What follows belongs to an exercise in optimizing a design on an open flow for small area and a short achievable clock period; a production flow would make more cautious choices. At most, simulation tests tie the RTL to the original design; equivalence was not proved. Only the layout flow was run in runs 3 and 4; the RTL was not checked for function there.

==> flow/design.v <==
`default_nettype none
package bits_pkg;
  localparam int CACHE_BITS = 128;
  localparam int WORD_BITS = 64;
  localparam int WORD_BYTES = 8;
  localparam int BYTE_COUNT_BITS = $clog2(WORD_BYTES + 1);
  localparam int SPACE_LIMIT = CACHE_BITS - WORD_BITS;
  localparam int TAKE_CODES = 18;
  localparam int TAKE_BITS = 5;
  typedef logic [CACHE_BITS-1:0] cache_t;
  typedef logic [WORD_BITS-1:0] word_t;
  typedef logic [WORD_BYTES-1:0] byte_mask_t;
  typedef logic [$clog2(CACHE_BITS + 1)-1:0] fill_level_t;
  typedef logic [TAKE_BITS-1:0] take_code_t;
  localparam fill_level_t LIT_BASE_BITS = 8'd11;
  localparam fill_level_t LIT_STEP_BITS = 8'd5;
  localparam int LIT_CODES = 16;
  localparam take_code_t OP_TYPE1_CODE = 5'd16;
  localparam take_code_t OP_TYPE2_CODE = 5'd17;
  localparam fill_level_t OP_TYPE1_BITS = 8'd22;
  localparam fill_level_t OP_TYPE2_BITS = 8'd18;
  typedef struct packed {
    logic valid;
    word_t word;
    fill_level_t bits;
  } fill_t;
  typedef enum logic [0:0] {
    FILL_IDLE = 1'b0,
    FILL_ACK = 1'b1
  } fill_state_e;
endpackage
`default_nettype wire
`default_nettype none
import bits_pkg::*;
module bits_fill_ctrl
(
  input logic clk,
  input logic resetB,
  input logic mem_req,
  input bits_pkg::byte_mask_t valid_bytes,
  output logic mem_ack,
  input logic space_available,
  input logic load_taken,
  output logic load_valid,
  output logic [BYTE_COUNT_BITS-1:0] load_bytes
);
  bits_pkg::fill_state_e state;
  bits_pkg::fill_state_e state_next;
  logic [1:0] pair_count [4];
  logic [2:0] quad_count [2];
  always_comb
  begin
    for (int i = 0; i < 4; i++)
    begin
      pair_count[i] = 2'(valid_bytes[2 * i]) + 2'(valid_bytes[2 * i + 1]);
    end
    for (int i = 0; i < 2; i++)
    begin
      quad_count[i] = 3'(pair_count[2 * i]) + 3'(pair_count[2 * i + 1]);
    end
    load_bytes = (BYTE_COUNT_BITS)'(quad_count[0]) + (BYTE_COUNT_BITS)'(quad_count[1]);
  end
  assign load_valid = (state == FILL_IDLE) && mem_req && space_available;
  always_comb
  begin
    state_next = state;
    case (state)
      FILL_IDLE:
      begin
        if (load_taken)
        begin
          state_next = FILL_ACK;
        end
      end
      FILL_ACK:
      begin
        if (!mem_req)
        begin
          state_next = FILL_IDLE;
        end
      end
      default:
      begin
        state_next = FILL_IDLE;
      end
    endcase
  end
  always_ff @(posedge clk or negedge resetB)
  begin
    if (!resetB)
    begin
      state <= FILL_IDLE;
    end
    else
    begin
      state <= state_next;
    end
  end
  assign mem_ack = (state == FILL_ACK);
endmodule
`default_nettype wire
`default_nettype none
import bits_pkg::*;
module bits_bit_buffer
(
  input logic clk,
  input logic resetB,
  input bits_pkg::take_code_t take,
  input logic load_valid,
  input bits_pkg::word_t load_word,
  input logic [BYTE_COUNT_BITS-1:0] load_bytes,
  output logic load_taken,
  output bits_pkg::cache_t instruction_cache,
  output logic space_available
);
  localparam int STAGES = 7;
  bits_pkg::fill_level_t room;
  bits_pkg::fill_level_t room_next;
  bits_pkg::fill_level_t take_len;
  logic [TAKE_CODES-1:0] take_fits;
  logic take_valid;
  logic [STAGES-1:0] load_amt;
  logic [STAGES-1:0] shift_amt;
  bits_pkg::cache_t shift_out;
  logic [WORD_BITS-1:0] keep_hi;
  function automatic bits_pkg::fill_level_t take_length(input bits_pkg::take_code_t code);
    bits_pkg::fill_level_t len;
    begin
      case (code)
      5'd0: len = 8'd11;
      5'd1: len = 8'd16;
      5'd2: len = 8'd21;
      5'd3: len = 8'd26;
      5'd4: len = 8'd31;
      5'd5: len = 8'd36;
      5'd6: len = 8'd41;
      5'd7: len = 8'd46;
      5'd8: len = 8'd51;
      5'd9: len = 8'd56;
      5'd10: len = 8'd61;
      5'd11: len = 8'd66;
      5'd12: len = 8'd71;
      5'd13: len = 8'd76;
      5'd14: len = 8'd81;
      5'd15: len = 8'd86;
      5'd16: len = 8'd22;
      5'd17: len = 8'd18;
      default: len = 8'd0;
      endcase
      take_length = len;
    end
  endfunction
  function automatic logic at_most(input bits_pkg::fill_level_t x, input bits_pkg::fill_level_t k);
    logic gt;
    logic eq;
    begin
      gt = 1'b0;
      eq = 1'b1;
      for (int i = 7; i >= 0; i--)
      begin
        if (k[i])
        begin
          eq = eq & x[i];
        end
        else
        begin
          gt = gt | (eq & x[i]);
          eq = eq & !x[i];
        end
      end
      at_most = !gt;
    end
  endfunction
  for (genvar c = 0; c < TAKE_CODES; c++)
  begin : g_fits
    assign take_fits[c] = at_most(room, bits_pkg::fill_level_t'(CACHE_BITS) - take_length(bits_pkg::take_code_t'(c)));
  end
  assign take_len = take_length(take);
  assign space_available = room[7] | room[6];
  assign load_amt = {room[7], room[5:0]};
  logic [3:0] code_lo;
  logic [3:0] code_mid;
  logic [3:0] fits_grp;
  logic fits_lo;
  logic take_valid_n;
  bits_onehot2 u_code_lo (.a (take[1:0]), .y (code_lo));
  bits_onehot2 u_code_mid (.a (take[3:2]), .y (code_mid));
  for (genvar m = 0; m < 4; m++)
  begin : g_grp
    bits_and_or4 u_grp (.s (code_lo), .d (take_fits[4 * m +: 4]), .y (fits_grp[m]));
  end
  bits_and_or4 u_fits_lo (.s (code_mid), .d (fits_grp), .y (fits_lo));
  bits_take_valid u_take_valid (
    .code_hi (take[4]),
    .fits_lo (fits_lo),
    .mid_zero (code_mid[0]),
    .lo_zero (code_lo[0]),
    .lo_one (code_lo[1]),
    .fits_16 (take_fits[16]),
    .fits_17 (take_fits[17]),
    .y (take_valid),
    .y_n (take_valid_n)
  );
  logic [STAGES-1:0] shift_amt_n;
  for (genvar k = 0; k < STAGES; k++)
  begin : g_sel
    bits_pick_n u_pick (.t (take_valid), .a (!take_len[k]), .b (!(load_valid & load_amt[k])), .y (shift_amt[k]));
    bits_pick_n u_pick_n (.t (take_valid), .a (take_len[k]), .b (load_valid & load_amt[k]), .y (shift_amt_n[k]));
  end
  assign load_taken = load_valid && !take_valid;
  logic [CACHE_BITS-1:0] stage [STAGES+1];
  for (genvar i = 0; i < WORD_BITS; i++)
  begin : g_in
    bits_oai22 u_in (.sa_n(load_valid), .a(instruction_cache[i]), .sb_n(!load_valid), .b(load_word[i]), .y(stage[0][i]));
  end
  assign stage[0][CACHE_BITS-1:WORD_BITS] = ~instruction_cache[CACHE_BITS-1:WORD_BITS];
  for (genvar s = 0; s < STAGES; s++)
  begin : g_stage
    for (genvar i = 0; i < CACHE_BITS; i++)
    begin : g_bit
      if (i >= (1 << s))
      begin : g_mux
        bits_oai22 u_mux (.sa_n(shift_amt[s]), .a(stage[s][i]), .sb_n(shift_amt_n[s]), .b(stage[s][i - (1 << s)]), .y(stage[s+1][i]));
      end
      else
      begin : g_pass
        assign stage[s+1][i] = ~stage[s][i];
      end
    end
  end
  assign shift_out = stage[STAGES];
  logic [7:0] grp_lt;
  logic [7:0] grp_eq;
  logic [7:0] low_le;
  always_comb
  begin
    for (int p = 0; p < 8; p++)
    begin
      grp_lt[p] = load_taken && (load_amt[6:3] < 4'(p));
      grp_eq[p] = load_taken && (load_amt[6:3] == 4'(p));
    end
    for (int q = 0; q < 8; q++)
    begin
      low_le[q] = (load_amt[2:0] <= 3'(q));
    end
  end
  for (genvar j = 0; j < WORD_BITS; j++)
  begin : g_keep
    assign keep_hi[j] = grp_lt[j / 8] || (grp_eq[j / 8] && low_le[j % 8]);
  end
  bits_pkg::fill_level_t room_take;
  bits_pkg::fill_level_t room_load;
  assign room_take = room + take_len;
  assign room_load = {room[7:3] - 5'(load_bytes), room[2:0]};
  always_comb
  begin
    if (take_valid)
    begin
      room_next = room_take;
    end
    else if (load_taken)
    begin
      room_next = room_load;
    end
    else
    begin
      room_next = room;
    end
  end
  always_ff @(posedge clk)
  begin
    for (int j = 0; j < WORD_BITS; j++)
    begin
      instruction_cache[j] <= shift_out[j];
      if (!keep_hi[j])
      begin
        instruction_cache[WORD_BITS + j] <= shift_out[WORD_BITS + j];
      end
    end
  end
  always_ff @(posedge clk or negedge resetB)
  begin
    if (!resetB)
    begin
      room <= bits_pkg::fill_level_t'(CACHE_BITS);
    end
    else
    begin
      room <= room_next;
    end
  end
endmodule
`default_nettype wire
`default_nettype none
module bits_oai22
(
  input logic sa_n,
  input logic a,
  input logic sb_n,
  input logic b,
  output logic y
);
  assign y = ~((a | sa_n) & (b | sb_n));
endmodule
`default_nettype wire
`default_nettype none
module bits_onehot2
(
  input logic [1:0] a,
  output logic [3:0] y
);
  assign y[0] = !a[1] & !a[0];
  assign y[1] = !a[1] & a[0];
  assign y[2] = a[1] & !a[0];
  assign y[3] = a[1] & a[0];
endmodule
`default_nettype wire
`default_nettype none
module bits_and_or4
(
  input logic [3:0] s,
  input logic [3:0] d,
  output logic y
);
  assign y = (s[0] & d[0]) | (s[1] & d[1]) | (s[2] & d[2]) | (s[3] & d[3]);
endmodule
`default_nettype wire
`default_nettype none
module bits_take_valid
(
  input logic code_hi,
  input logic fits_lo,
  input logic mid_zero,
  input logic lo_zero,
  input logic lo_one,
  input logic fits_16,
  input logic fits_17,
  output logic y,
  output logic y_n
);
  assign y = code_hi ? (mid_zero & ((lo_zero & fits_16) | (lo_one & fits_17))) : fits_lo;
  assign y_n = !y;
endmodule
`default_nettype wire
`default_nettype none
module bits_pick_n
(
  input logic t,
  input logic a,
  input logic b,
  output logic y
);
  assign y = ~(t ? a : b);
endmodule
`default_nettype wire
`default_nettype none
import bits_pkg::*;
module bits_instruction_cache
(
  input logic clk,
  input logic resetB,
  input logic mem_req,
  output logic mem_ack,
  input bits_pkg::word_t instruction_word,
  input bits_pkg::byte_mask_t valid_bytes,
  input bits_pkg::take_code_t instruction_process,
  output bits_pkg::cache_t instruction_cache,
  output logic space_available
);
  logic load_valid;
  logic [BYTE_COUNT_BITS-1:0] load_bytes;
  logic load_taken;
  bits_fill_ctrl u_fill_ctrl (
    .clk (clk),
    .resetB (resetB),
    .mem_req (mem_req),
    .valid_bytes (valid_bytes),
    .mem_ack (mem_ack),
    .space_available (space_available),
    .load_taken (load_taken),
    .load_valid (load_valid),
    .load_bytes (load_bytes)
  );
  bits_bit_buffer u_bit_buffer (
    .clk (clk),
    .resetB (resetB),
    .take (instruction_process),
    .load_valid (load_valid),
    .load_word (instruction_word),
    .load_bytes (load_bytes),
    .load_taken (load_taken),
    .instruction_cache (instruction_cache),
    .space_available (space_available)
  );
endmodule
`default_nettype wire
==> flow/flow/run.sh <==
#!/bin/bash
# The standard layout, with every input and output port buffered by a plain
# buffer (sky130_fd_sc_hd__buf_1) instead of the delay buffer that
# buffer_ports picks on its own. The resizer may still size these up.
set -euo pipefail
export BUFFER_PORTS_ARGS="-buffer_cell sky130_fd_sc_hd__buf_1"
bash standard.sh > standard.log 2>&1
==> flow/standard.sh <==
#!/bin/bash
# synth_recipe.tcl (not shown) runs the flow's synth.tcl, then flattens the netlist and writes it again
# the make line also repeats each setting of config.mk as NAME=value (left out here)
make -C /OpenROAD-flow-scripts/flow DESIGN_CONFIG=/design/flow/config.mk WORK_HOME=/design/flow/orfs CLKGATE_MAP_FILE= SYNTH_SCRIPT=/design/flow/synth_recipe.tcl "${@:-finish}"
==> flow/config.mk <==
export PLATFORM = sky130hd
export DESIGN_NAME = bits_instruction_cache
export DESIGN_NICKNAME = bits_instruction_cache
export VERILOG_FILES = /design/flow/design.v
export SDC_FILE = /design/flow/constraint.sdc
export NUM_CORES = 4
export LEC_CHECK = 0
export CAP_MARGIN = 20
export CORE_MARGIN = 2
export CORE_UTILIZATION = 40
export CTS_BUF_LIST = sky130_fd_sc_hd__clkbuf_4 sky130_fd_sc_hd__clkbuf_8
export PLACE_DENSITY = 0.55
export SETUP_SLACK_MARGIN = 1.3
export SLEW_MARGIN = 20
export SYNTH_HIERARCHICAL = 1
==> flow/constraint.sdc <==
create_clock -name core_clock -period 6.5 [get_ports {clk}]
set_input_delay 1.3000 -clock core_clock [delete_from_list [all_inputs] [get_ports {clk}]]
set_output_delay 1.3000 -clock core_clock [all_outputs]
set_load 0.01 [all_outputs]
==> results.json, run 1 <==
{
  "fp.dieArea_um2": 29500,
  "dpl.cell_count": 2083,
  "grt_pass1_wl_mm": 86.5,
  "hold-path-endpoint": "u_fill_ctrl.state",
  "clkLatencyLatePin_ns": 0.47,
  "antenna_found_initial": 2,
  "fp-row-count": 61,
  "wl_per_cell_um": 29.1,
  "yosys_warnings": 12,
  "cts_max_path_buffers": 2,
  "final_max_slew_viol_count": 0,
  "initial_core_util_pct": 40.6,
  "hp-class": "flop to flop",
  "diodes": 0,
  "setup_viol": 0,
  "rsz0062_at_grt": "true",
  "period_needed_ns": 5.18,
  "holdWs_ns": 0.650,
  "post-place-ws_ns": 0.601,
  "fp.coreArea_um2": 27800,
  "grt_pass1_vias": 13800,
  "crit_type": "flop to flop",
  "fmax_mhz": 193,
  "vias": 15500,
  "drc": 0,
  "portBuffers": 209,
  "r2r_start": "u_bit_buffer.room[0]",
  "first_iter_violations": 2549,
  "critPathLaunchType": "flop",
  "syn_inst": 1454,
  "regToRegSetupSlack_ns": 1.32,
  "wl_met2_mm": 26.3,
  "placed_area_um2": 13300,
  "maxUsedRoutingLayer": "met4",
  "cp_max_fo": 60,
  "wl_met3_mm": 6.93,
  "min-delay-start": "u_fill_ctrl.state",
  "hold_viol": 0,
  "wl_met1_mm": 24.4,
  "r2r-end": "u_bit_buffer.instruction_cache[98]",
  "grt_usage_pct": 39.7,
  "root_buffer": "clkbuf_8",
  "numCtsBuffers": 17,
  "syn2layout_area_growth_pct": 22.9,
  "finalWorstSetupSlack_ns": 1.32,
  "dpl.hpwl_mm": 45.6,
  "final_nets": 1839,
  "fillers": 2974,
  "grt_overflow": 0,
  "drt_wl_total_mm": 61.8,
  "reg2reg_depth": 20,
  "final_area_um2": 13900,
  "cts_hold_buf": 0,
  "path_clk_slew_ns": 0.10,
  "relSlewSlack_pct": 30.1,
  "synth_area_per_cell_um2": 7.75,
  "antenna_left": 0,
  "tightest_slew_ns": 1.03,
  "skew_ns": 0.0201,
  "pin_count": 210,
  "worstPathArrival_ns": 5.38,
  "hold_depth": 1,
  "syn_nets": 1561,
  "chipHeight_um": 172,
  "clock_sinks": 137,
  "grt_max_degree": 125,
  "htreeDepth": 4,
  "syn_area_um2": 11300,
  "layout.cells.non_filler": 2123,
  "cp-end-kind": "flop",
  "utilization_pct": 49.9,
  "fp.dieW_um": 172,
  "vias_per_cell": 7.32,
  "required_ns": 6.70,
  "outcome": "no timing/DRC/antenna violations",
  "maxCapViolations": 0,
  "gp_congestion": 0.972,
  "cts_tree": "done",
  "finalCritPeriodShare_pct": 79.7,
  "layout-drive-gt1-share_pct": 9.28,
  "drt_first_pass_iters": 10
}
[layout by cell type (no fill, tap or decap), types with 3 or more instances in the layout]
| cell | count |
|---|---|
| inv_1 | 169 |
| a21oi_1 | 35 |
| o21a_1 | 4 |
| dfxtp_1 | 64 |
| o22ai_2 | 12 |
| a211oi_1 | 3 |
| xnor2_1 | 4 |
| a31oi_1 | 3 |
| buf_4 | 57 |
| a22oi_1 | 11 |
| inv_2 | 3 |
| dfrtp_2 | 3 |
| nand2_1 | 51 |
| nand3_1 | 5 |
| ha_1 | 21 |
| fa_1 | 6 |
| nor2_1 | 25 |
| inv_6 | 7 |
| dfrtp_1 | 5 |
| buf_1 | 207 |
| clkinv_4 | 3 |
| nor3_1 | 4 |
| nor2b_1 | 7 |
| or2_2 | 3 |
| o21ai_0 | 42 |
| mux2i_4 | 14 |
| buf_12 | 12 |
| a21o_1 | 6 |
| clkbuf_8 | 18 |
| o22ai_1 | 822 |
| edfxtp_1 | 64 |
| o211ai_1 | 4 |
[per-stage QoR]
step | setup TNS, ns
floorplan | -0.0961
detailed placement | 0
CTS | 0
global placement | 0
finish | 0
global route | 0
[state kept, by name, summed over array words and instances, names as in the netlist]
register	count
u_bit_buffer.instruction_cache	128
u_fill_ctrl.state	1
u_bit_buffer.room	8
[what timing repair did]
action                     CTS  global route
buffers inserted             3             3
cloned                       0             2
setup endpoints to repair   45            55
gates resized for setup      3            19
[per-layer routing]
| metal | global-route usage [%] | up-vias |
|---|---|---|
| met1 | 52.9 | 7364 |
| met5 | 0 | - |
| met3 | 7.03 | 223 |
| met4 | 22.6 | 0 |
| met2 | 60.7 | 1192 |
| li1 | - | 6754 |
[layout make-up]
| class | instances | area [um2] | share of cell area (%) |
|---|---|---|---|
| timing repair buffer | 282 | 1530 | 11.0 |
| clock buffer | 18 | 248 | 1.79 |
| multi-input combinational | 1119 | 7390 | 53.3 |
| clock inverter | 14 | 134 | 0.966 |
| tap | 378 | 473 | 3.41 |
| inverter | 175 | 661 | 4.77 |
| sequential | 137 | 3430 | 24.8 |
[how the worst max path moves through the flow]
stage                                      start                             endpoint  slack (ns)
after floorplan           instruction_process[1]  u_bit_buffer.instruction_cache[127]        -0.1
after global placement    instruction_process[1]   u_bit_buffer.instruction_cache[95]        0.61
after detailed placement  instruction_process[1]   u_bit_buffer.instruction_cache[95]        0.60
after CTS                 instruction_process[1]  u_bit_buffer.instruction_cache[112]        1.32
after global routing        u_bit_buffer.room[0]   u_bit_buffer.instruction_cache[82]        1.28
final                       u_bit_buffer.room[0]   u_bit_buffer.instruction_cache[98]        1.32
[worst max-delay path, cell delays in order (launching register included)]
cell and delay, ns:
dfrtp_1 0.55, nor3_1 0.33, buf_4 0.21, nand2_1 0.06, a41oi_1 0.21, a22oi_1 0.09
nand2_1 0.08, a22oi_1 0.08, nand2_1 0.09, inv_2 0.04, o22ai_4 0.32, buf_4 0.35
mux2i_4 0.30, buf_12 0.27, buf_4 0.29, o22ai_1 0.14, o22ai_1 0.41, o22ai_1 0.21
o22ai_1 0.27, o22ai_1 0.10, o22ai_1 0.44
==> run 2: changes to the inputs <==
--- a/flow/config.mk
+++ b/flow/config.mk
@@ -9,5 +9,5 @@
 export CORE_MARGIN = 2
-export CORE_UTILIZATION = 40
+export CORE_UTILIZATION = 45
 export CTS_BUF_LIST = sky130_fd_sc_hd__clkbuf_4 sky130_fd_sc_hd__clkbuf_8
-export PLACE_DENSITY = 0.55
+export PLACE_DENSITY = 0.6
 export SETUP_SLACK_MARGIN = 1.3
==> run 2 against run 1 <==
Against the previous run: still clean on timing, DRC and antenna; synthesized area did not move; fmax fell by 0.45%; first-iteration DRC count rose by 9.9%; worst hold slack got worse by 0.0062 ns; sequential share of layout area fell by 0.18 points; utilization rose by 7.2 points; clock skew fell by 0.0012 ns; cell count fell by 1.8%; global-route usage rose by 3.9 points; non-clock buffer count rose by 15; critical path type is now input pin to flop; critical endpoint is now u_bit_buffer.instruction_cache[104]; largest cell class unchanged.
==> results.json, run 2 <==
{
  "fp.dieW_um": 162,
  "diodes": 0,
  "hold_depth": 1,
  "fp.dieArea_um2": 26300,
  "hp-class": "flop to flop",
  "finalWorstSetupSlack_ns": 1.29,
  "outcome": "no timing/DRC/antenna violations",
  "utilization_pct": 57.1,
  "top_regs": "u_bit_buffer.instruction_cache: 128 flops, u_bit_buffer.room: 8 flops, u_fill_ctrl.state: 1 flops",
  "period_needed_ns": 5.21,
  "cts_max_path_buffers": 2,
  "regToRegSetupSlack_ns": 1.39,
  "grt_usage_pct": 43.6,
  "final_area_um2": 14000,
  "cp-end-kind": "flop",
  "initial_core_util_pct": 46.1,
  "drc": 0,
  "syn2layout_area_growth_pct": 23.9,
  "vias": 15600,
  "syn_area_um2": 11300,
  "rsz0062_at_grt": "true",
  "worstPathArrival_ns": 5.42,
  "synth_area_per_cell_um2": 7.75,
  "reg2reg_depth": 21,
  "fmax_mhz": 192,
  "hold_viol": 0,
  "antenna_found_initial": 3,
  "numCtsBuffers": 17,
  "crit_type": "input pin to flop",
  "cp_max_fo": 77,
  "grt_overflow": 0,
  "largest_register": "u_bit_buffer.instruction_cache",
  "critPathLaunchType": "input pin",
  "drt_first_pass_iters": 6,
  "relSlewSlack_pct": 38.5,
  "largest_reg_flops": 128,
  "chipHeight_um": 162,
  "fp-row-count": 57,
  "r2r_start": "u_bit_buffer.room[3]",
  "finalCritPeriodShare_pct": 80.1,
  "final_nets": 1855,
  "syn_nets": 1561,
  "drt_wl_total_mm": 60.3,
  "final_cell_mix": "829 x o22ai_1, 209 x buf_1, 169 x inv_1, 64 x dfxtp_1, 64 x edfxtp_1",
  "clkLatencyLatePin_ns": 0.47,
  "fp.coreArea_um2": 24500,
  "cts_tree": "done",
  "gp_congestion": 1.02,
  "path_clk_slew_ns": 0.09,
  "skew_ns": 0.0189,
  "layout_commonest_cell": "o22ai_1",
  "tightest_slew_ns": 0.923,
  "root_buffer": "clkbuf_8",
  "grt_pass1_wl_mm": 86.1,
  "r2r-end": "u_bit_buffer.instruction_cache[104]",
  "maxCapViolations": 0,
  "first_iter_violations": 2801,
  "post-place-ws_ns": 0.870,
  "dpl.hpwl_mm": 45.4,
  "htreeDepth": 4,
  "required_ns": 6.72,
  "placed_area_um2": 13400,
  "min-delay-start": "u_fill_ctrl.state",
  "yosys_warnings": 12,
  "final_max_slew_viol_count": 0,
  "vias_per_cell": 7.46,
  "setup_viol": 0,
  "layout-drive-gt1-share_pct": 9.60,
  "grt_max_degree": 97,
  "portBuffers": 209,
  "antenna_left": 0,
  "syn_inst": 1454,
  "wl_per_cell_um": 28.9,
  "pin_count": 210,
  "clock_sinks": 137,
  "hold-path-endpoint": "u_fill_ctrl.state",
  "holdWs_ns": 0.644,
  "grt_pass1_vias": 13700
}
[run 2: how the worst max path moves through the flow]
stage	startpoint	end	slack, ns	cells past startpoint
global placement	instruction_process[1]	u_bit_buffer.instruction_cache[108]	0.89	16
global route	instruction_process[1]	u_bit_buffer.instruction_cache[104]	1.25	17
CTS	u_bit_buffer.room[2]	u_bit_buffer.instruction_cache[108]	1.28	16
detailed placement	instruction_process[1]	u_bit_buffer.instruction_cache[108]	0.87	16
finish	instruction_process[1]	u_bit_buffer.instruction_cache[104]	1.29	17
floorplan	instruction_process[1]	u_bit_buffer.instruction_cache[127]	-0.1	15
[run 2: layout make-up]
| cell class | count | area [um2] |
|---|---|---|
| multi-input combinational | 1120 | 7360 |
| clock inverter | 13 | 120 |
| sequential | 137 | 3430 |
| clock buffer | 19 | 249 |
| tap | 324 | 405 |
| timing repair buffer | 297 | 1740 |
| fill | 2364 | 10500 |
| inverter | 175 | 661 |
[run 2: routing by layer]
metal / track usage (%) / vias up / wire length, um
li1: - / 6809 / -
met1: 57.2 / 7202 / 22900
met2: 66.0 / 1304 / 25600
met3: 11.2 / 239 / 8000
met4: 23.5 / 0 / 3880
met5: 0 / - / 0
[run 2: per-stage QoR]
stage / std cells / TNS [ns]
final: 2085 / 0
after global routing: 2085 / 0
after CTS: 2076 / 0
after detailed placement: 2039 / 0
after global placement: 2039 / 0
after floorplan: 1454 / -0.0961
[run 2: timing repair]
action                     4_1_cts  5_1_grt
buffers inserted                 5        8
setup endpoints to repair       18       60
gates resized for setup          2       11
hold buffers                     0        0
cloned                           0        1
[run 2: worst max-delay path, cell delays in order]
cell,delay [ns]
buf_1,0.32
nor2b_2,0.29
a22oi_1,0.11
nand2_1,0.07
a22oi_1,0.08
nand2_1,0.09
inv_2,0.04
o22ai_4,0.26
buf_4,0.36
mux2i_4,0.37
buf_12,0.33
o22ai_1,0.23
o22ai_1,0.50
o22ai_1,0.20
o22ai_1,0.28
o22ai_1,0.10
o22ai_1,0.42
==> run 3: changes to the inputs <==
--- a/flow/design.v
+++ b/flow/design.v
@@ -204,8 +204,8 @@
   logic [STAGES-1:0] shift_amt_n;
+  logic load_taken_n;
   for (genvar k = 0; k < STAGES; k++)
   begin : g_sel
-    bits_pick_n u_pick (.t (take_valid), .a (!take_len[k]), .b (!(load_valid & load_amt[k])), .y (shift_amt[k]));
-    bits_pick_n u_pick_n (.t (take_valid), .a (take_len[k]), .b (load_valid & load_amt[k]), .y (shift_amt_n[k]));
+    bits_pick u_pick (.t (take_valid), .t_n (take_valid_n), .a (take_len[k]), .b (load_valid & load_amt[k]), .y (shift_amt[k]), .y_n (shift_amt_n[k]));
   end
-  assign load_taken = load_valid && !take_valid;
+  bits_pick u_load (.t (take_valid), .t_n (take_valid_n), .a (1'b0), .b (load_valid), .y (load_taken), .y_n (load_taken_n));
   logic [CACHE_BITS-1:0] stage [STAGES+1];
@@ -345,10 +345,13 @@
 `default_nettype none
-module bits_pick_n
+module bits_pick
 (
   input logic t,
+  input logic t_n,
   input logic a,
   input logic b,
-  output logic y
+  output logic y,
+  output logic y_n
 );
-  assign y = ~(t ? a : b);
+  assign y = (t & a) | (t_n & b);
+  assign y_n = !y;
 endmodule
--- a/flow/config.mk
+++ b/flow/config.mk
@@ -9,6 +9,6 @@
 export CORE_MARGIN = 2
-export CORE_UTILIZATION = 45
+export CORE_UTILIZATION = 30
 export CTS_BUF_LIST = sky130_fd_sc_hd__clkbuf_4 sky130_fd_sc_hd__clkbuf_8
-export PLACE_DENSITY = 0.6
-export SETUP_SLACK_MARGIN = 1.3
+export PLACE_DENSITY = 0.45
+export SETUP_SLACK_MARGIN = 1.0
 export SLEW_MARGIN = 20
==> run 3 against run 2 <==
Against the previous run: still clean on timing, DRC and antenna; non-clock buffer count increased by 12; cell count increased by 6.7%; via count decreased by 1.8%; synthesized area decreased by 0.61%; critical path depth increased by 3; critical path type is now flop to flop; critical endpoint is now u_bit_buffer.instruction_cache[127]; largest cell class unchanged; highest routed layer is now met5.
==> results.json, run 3 <==
{
  "diodes": 0,
  "final_cell_mix": "832 x o22ai_1, 209 x buf_1, 155 x inv_1, 85 x buf_4",
  "syn2layout_area_growth_pct": 24.7,
  "path_clk_slew_ns": 0.09,
  "hp-class": "flop to flop",
  "placed_area_um2": 13500,
  "antenna_left": 0,
  "rsz0062_at_grt": "false",
  "critPathLaunchType": "flop",
  "tightest_slew_ns": 1.14,
  "synth_area_per_cell_um2": 7.79,
  "cts_tree": "done",
  "clkLatencyLatePin_ns": 0.52,
  "skew_ns": 0.0147,
  "gp_congestion": 1.00,
  "htreeDepth": 4,
  "wl_per_cell_um": 30.1,
  "r2r_start": "u_bit_buffer.room[1]",
  "required_ns": 6.71,
  "cp_max_fo": 89,
  "setup_viol": 0,
  "startpoint": "u_bit_buffer.room[1]",
  "grt_pass1_vias": 14100,
  "fp.coreArea_um2": 36700,
  "first_iter_violations": 1741,
  "fillers": 3959,
  "grt_max_degree": 121,
  "dpl.cell_count": 2190,
  "vias": 15300,
  "portBuffers": 209,
  "numCtsBuffers": 17,
  "grt_pass1_wl_mm": 94.9,
  "syn_area_um2": 11200,
  "endpoint": "u_bit_buffer.instruction_cache[127]",
  "hold_viol": 0,
  "worstPathArrival_ns": 5.53,
  "fmax_mhz": 188,
  "initial_core_util_pct": 30.5,
  "regArea_um2": 3430,
  "vias_per_cell": 6.87,
  "root_buffer": "clkbuf_8",
  "cts_max_path_buffers": 2,
  "final_nets": 1850,
  "grt_overflow": 0,
  "outcome": "no timing/DRC/antenna violations",
  "cp-end-kind": "flop",
  "final_area_um2": 14000,
  "layout-drive-gt1-share_pct": 10.0,
  "finalWorstSetupSlack_ns": 1.18,
  "fp-row-count": 70,
  "yosys_warnings": 12,
  "layout.cells.non_filler": 2224,
  "largest_register": "u_bit_buffer.instruction_cache",
  "largest_reg_flops": 128,
  "finalCritPeriodShare_pct": 81.9,
  "period_needed_ns": 5.32,
  "regToRegSetupSlack_ns": 1.18,
  "reg2reg_depth": 20,
  "chipHeight_um": 197,
  "final_max_slew_viol_count": 0,
  "fp.dieW_um": 197,
  "r2r-end": "u_bit_buffer.instruction_cache[127]",
  "drt_first_pass_iters": 7,
  "grt_usage_pct": 33.2,
  "clock_sinks": 137,
  "relSlewSlack_pct": 24.0,
  "maxCapViolations": 0,
  "dpl.hpwl_mm": 50.4,
  "layout_commonest_cell": "o22ai_1",
  "holdWs_ns": 0.646,
  "drt_wl_total_mm": 67.0,
  "syn_inst": 1438,
  "multiInputGateArea_um2": 7200,
  "post-place-ws_ns": 0.767,
  "fp.dieArea_um2": 38900,
  "crit_type": "flop to flop",
  "pin_count": 210,
  "top_regs": "u_bit_buffer.instruction_cache: 128 flops, u_bit_buffer.room: 8 flops, u_fill_ctrl.state: 1 flops",
  "antenna_found_initial": 5,
  "drc": 0,
  "syn_nets": 1545
}
## run 3: final cells by class
| type | count | area share, % |
|---|---|---|
| Timing Repair Buffer | 309 | 12.3 |
| Multi-Input combinational cell | 1119 | 51.5 |
| Clock buffer | 18 | 1.73 |
| Sequential cell | 137 | 24.6 |
| Clock inverter | 14 | 1.41 |
| Tap cell | 468 | 4.19 |
| Inverter | 159 | 4.30 |
## run 3: critical path, cell delays in order (launching register included)
cell	delay [ns]
dfrtp_1	0.62
nand2_1	0.22
nand2_1	0.10
o21ai_0	0.30
nand2_1	0.10
a21oi_1	0.26
a22oi_1	0.10
nand2_1	0.09
a22oi_1	0.06
nand2_1	0.08
inv_2	0.05
o22a_4	0.33
a22oi_2	0.24
buf_12	0.35
o22ai_1	0.17
o22ai_1	0.47
o22ai_1	0.21
o22ai_1	0.44
o22ai_1	0.35
o22ai_1	0.29
o22ai_1	0.12
## run 3: metal layers
metal	vias up	wire length [um]	track usage, %
met1	7491	28900	44.8
met2	867	29300	51.6
met5	-	31	0
li1	6768	-	-
met3	150	5730	7.15
met4	4	3070	13.4
## run 3: worst min-delay path by stage
stage	start	cells past startpoint	endpoint	slack (ns)
after floorplan	u_bit_buffer.room[0]	2	u_bit_buffer.room[0]	0.60
after global placement	u_fill_ctrl.state	1	u_fill_ctrl.state	0.61
after detailed placement	u_fill_ctrl.state	1	u_fill_ctrl.state	0.63
after CTS	u_fill_ctrl.state	1	u_fill_ctrl.state	0.65
after global routing	u_fill_ctrl.state	1	u_fill_ctrl.state	0.67
final	u_fill_ctrl.state	1	u_fill_ctrl.state	0.65
## run 3: what timing repair did
| item | in CTS | in global routing |
|---|---|---|
| buffers inserted | 0 | 2 |
| resized for setup | 0 | 4 |
| endpoints found under the setup margin | 0 | 41 |
| hold buffers | 0 | 0 |
## run 3: stage by stage
stage / utilization, % / setup TNS (ns)
after floorplan: - / -19.83
after global placement: 36.8 / 0
after detailed placement: 36.8 / 0
after CTS: 38.0 / 0
after global routing: 38.1 / 0
final: 38.1 / 0
==> run 4: changes to the inputs <==
--- a/flow/config.mk
+++ b/flow/config.mk
@@ -9,5 +9,5 @@
 export CORE_MARGIN = 2
-export CORE_UTILIZATION = 30
+export CORE_UTILIZATION = 40
 export CTS_BUF_LIST = sky130_fd_sc_hd__clkbuf_4 sky130_fd_sc_hd__clkbuf_8
-export PLACE_DENSITY = 0.45
+export PLACE_DENSITY = 0.55
 export SETUP_SLACK_MARGIN = 1.0
==> run 4 against run 3 <==
Against the previous run: still clean; routed wire length shrank 5.5%; critical path depth shrank 2; first-iteration DRC count grew 56%; critical endpoint is now u_bit_buffer.instruction_cache[99]; cell area shrank 1.3%; utilization grew 12 points; highest routed layer unchanged.
==> results.json, run 4 <==
{
  "crit_type": "input pin to flop",
  "first_iter_violations": 2714,
  "grt_pass1_wl_mm": 90.7,
  "holdWs_ns": 0.660,
  "fp.coreArea_um2": 27700,
  "worstPathArrival_ns": 5.63,
  "final_max_slew_viol_count": 0,
  "critPathLaunchType": "input pin",
  "largest_reg_flops": 128,
  "vias_per_cell": 7.32,
  "path_clk_slew_ns": 0.09,
  "drt_first_pass_iters": 8,
  "syn2layout_area_growth_pct": 23.0,
  "fp.dieArea_um2": 29400,
  "syn_nets": 1545,
  "hold_viol": 0,
  "cp_max_fo": 43,
  "yosys_warnings": 12,
  "dpl.hpwl_mm": 48.5,
  "initial_core_util_pct": 40.4,
  "diodes": 0,
  "relSlewSlack_pct": 18.0,
  "layout-drive-gt1-share_pct": 9.47,
  "gp_congestion": 0.999,
  "cts_max_path_buffers": 2,
  "finalCritPeriodShare_pct": 82.9,
  "grt_usage_pct": 42.3,
  "fp-row-count": 61,
  "fillers": 2861,
  "cp-end-kind": "flop",
  "grt_overflow": 0,
  "final_cell_mix": "832 x o22ai_1, 209 x buf_1, 154 x inv_1, 72 x buf_4",
  "cts_tree": "done",
  "period_needed_ns": 5.39,
  "syn_area_um2": 11200,
  "grt_pass1_vias": 13700,
  "pin_count": 210,
  "chipHeight_um": 171,
  "post-cts-setup-buffers": 0,
  "root_buffer": "clkbuf_8",
  "drc": 0,
  "htreeDepth": 4,
  "setup_viol": 0,
  "maxCapViolations": 0,
  "grt_max_degree": 113,
  "synth_area_per_cell_um2": 7.79,
  "finalWorstSetupSlack_ns": 1.11,
  "clock_sinks": 137,
  "antenna_left": 0,
  "skew_ns": 0.0200,
  "fmax_mhz": 185,
  "layout_commonest_cell": "o22ai_1",
  "vias": 15500,
  "antenna_found_initial": 1,
  "portBuffers": 209,
  "hp-class": "flop to flop",
  "numCtsBuffers": 17,
  "largest_register": "u_bit_buffer.instruction_cache",
  "rsz0062_at_grt": "false",
  "syn_inst": 1438,
  "wl_per_cell_um": 29.8,
  "utilization_pct": 49.8,
  "outcome": "no timing/DRC/antenna violations",
  "clkLatencyLatePin_ns": 0.49,
  "drt_wl_total_mm": 63.3,
  "required_ns": 6.74,
  "final_nets": 1837,
  "top_regs": "u_bit_buffer.instruction_cache: 128 flops, u_bit_buffer.room: 8 flops, u_fill_ctrl.state: 1 flops",
  "fp.dieW_um": 171,
  "post-place-ws_ns": 0.832,
  "tightest_slew_ns": 1.23
}
==> run 4: cell types whose count changed in the layout (fill, tap and decap cells not counted) <==
cell / change
inv_4: +1
clkinvlp_4: -1
nor3_4: +1
nor3_1: -1
inv_6: +1
clkinv_2: -1
buf_4: -13
buf_6: -1
buf_12: +1
inv_1: -1
clkbuf_4: +1
==> run 4: path summary, 6_finish.rpt <==
check,from,to,slack (ns),depth (start not counted)
setup / recovery,instruction_process[1],u_bit_buffer.instruction_cache[99],1.11,18
hold / removal,u_fill_ctrl.state,u_fill_ctrl.state,0.66,1
setup reg to reg,u_bit_buffer.room[2],u_bit_buffer.instruction_cache[99],1.15,21
hold reg to reg,u_fill_ctrl.state,u_fill_ctrl.state,0.66,1
max in group asynchronous,resetB,u_bit_buffer.room[2],5.33,1
min in group asynchronous,resetB,u_bit_buffer.room[4],0.76,1
==> run 4: timing repair <==
action / 4_1_cts / 5_1_grt
endpoints found under the setup margin: 0 / 36
hold buffers: 0 / 0
resized for setup: 0 / 6
==> run 4: cell type report <==
| type | instances | area (um2) | area share (%) |
|---|---|---|---|
| clock buffers | 19 | 249 | 1.81 |
| clock inverters | 13 | 191 | 1.39 |
| inverters | 159 | 604 | 4.38 |
| multi-input cells | 1119 | 7210 | 52.3 |
| flip-flops and latches | 137 | 3430 | 24.9 |
| well taps | 378 | 473 | 3.43 |
| repair buffers | 296 | 1630 | 11.8 |
==> run 4: worst max-delay path: stages <==
cell and delay [ns]:
buf_1 0.30, nor2b_1 0.33, a22oi_1 0.15, nand2_1 0.10
a22oi_1 0.06, nand2_1 0.09, inv_2 0.06, o22a_4 0.33
a22oi_2 0.36, buf_4 0.44, o22ai_1 0.19, o22ai_1 0.29
o22ai_1 0.17, o22ai_1 0.48, o22ai_1 0.19, o22ai_1 0.39
o22ai_1 0.13, buf_4 0.23
==> run 4: routing by layer <==
metal,vias to the layer above,global-route usage (%),wire length [um]
met5,-,2.43,90
met3,207,8.77,7340
met4,2,22.7,3920
li1,6755,-,-
met1,7398,57.4,25300
met2,1168,62.6,26600
==> run 4: through the flow <==
| step | std cells | instance area [um2] | setup TNS [ns] |
|---|---|---|---|
| 2_1_floorplan | 1438 | 11300 | -19.83 |
| 3_3_place_gp | 2089 | 13300 | 0 |
| 3_5_place_dp | 2089 | 13300 | 0 |
| 4_1_cts | 2121 | 13800 | 0 |
| 5_1_grt | 2121 | 13800 | 0 |
| 6_report | 2121 | 13800 | 0 |

==> what the ideal ports hide <==
The results above use ideal ports. As a check the final layouts listed here were re-extracted and re-timed, cells and wires unchanged. Step 1: set_driving_cell puts a clkbuf_16 on clk and a buf_2 on each other input, an assumption about the parent block. Step 2, shift: input delay + t, output delay - t, t = (earliest + latest rising clock arrival at the registers) / 2. This alone moves slack from input paths to output paths. Three values: ideal ports, drivers, drivers and shift; two values: the first two.
run | shift t [ns] | setup slack, ns | worst register clock-pin slew, ns | pins driven straight from the clock port
run 1 | 0.512 | 1.318 / 1.318 / 0.914 | 0.11 / 0.11 | 1
run 2 | 0.508 | 1.295 / 1.313 / 0.805 | 0.10 / 0.10 | 1
run 3 | 0.561 | 1.178 / 1.178 / 0.786 | 0.10 / 0.10 | 1
run 4 | 0.530 | 1.109 / 1.134 / 0.604 | 0.10 / 0.10 | 1
After both steps setup and hold are still met in every run listed. The setup slack of run 4, which loses most, moves by +0.025 ns with the drivers and by -0.505 ns with both steps.
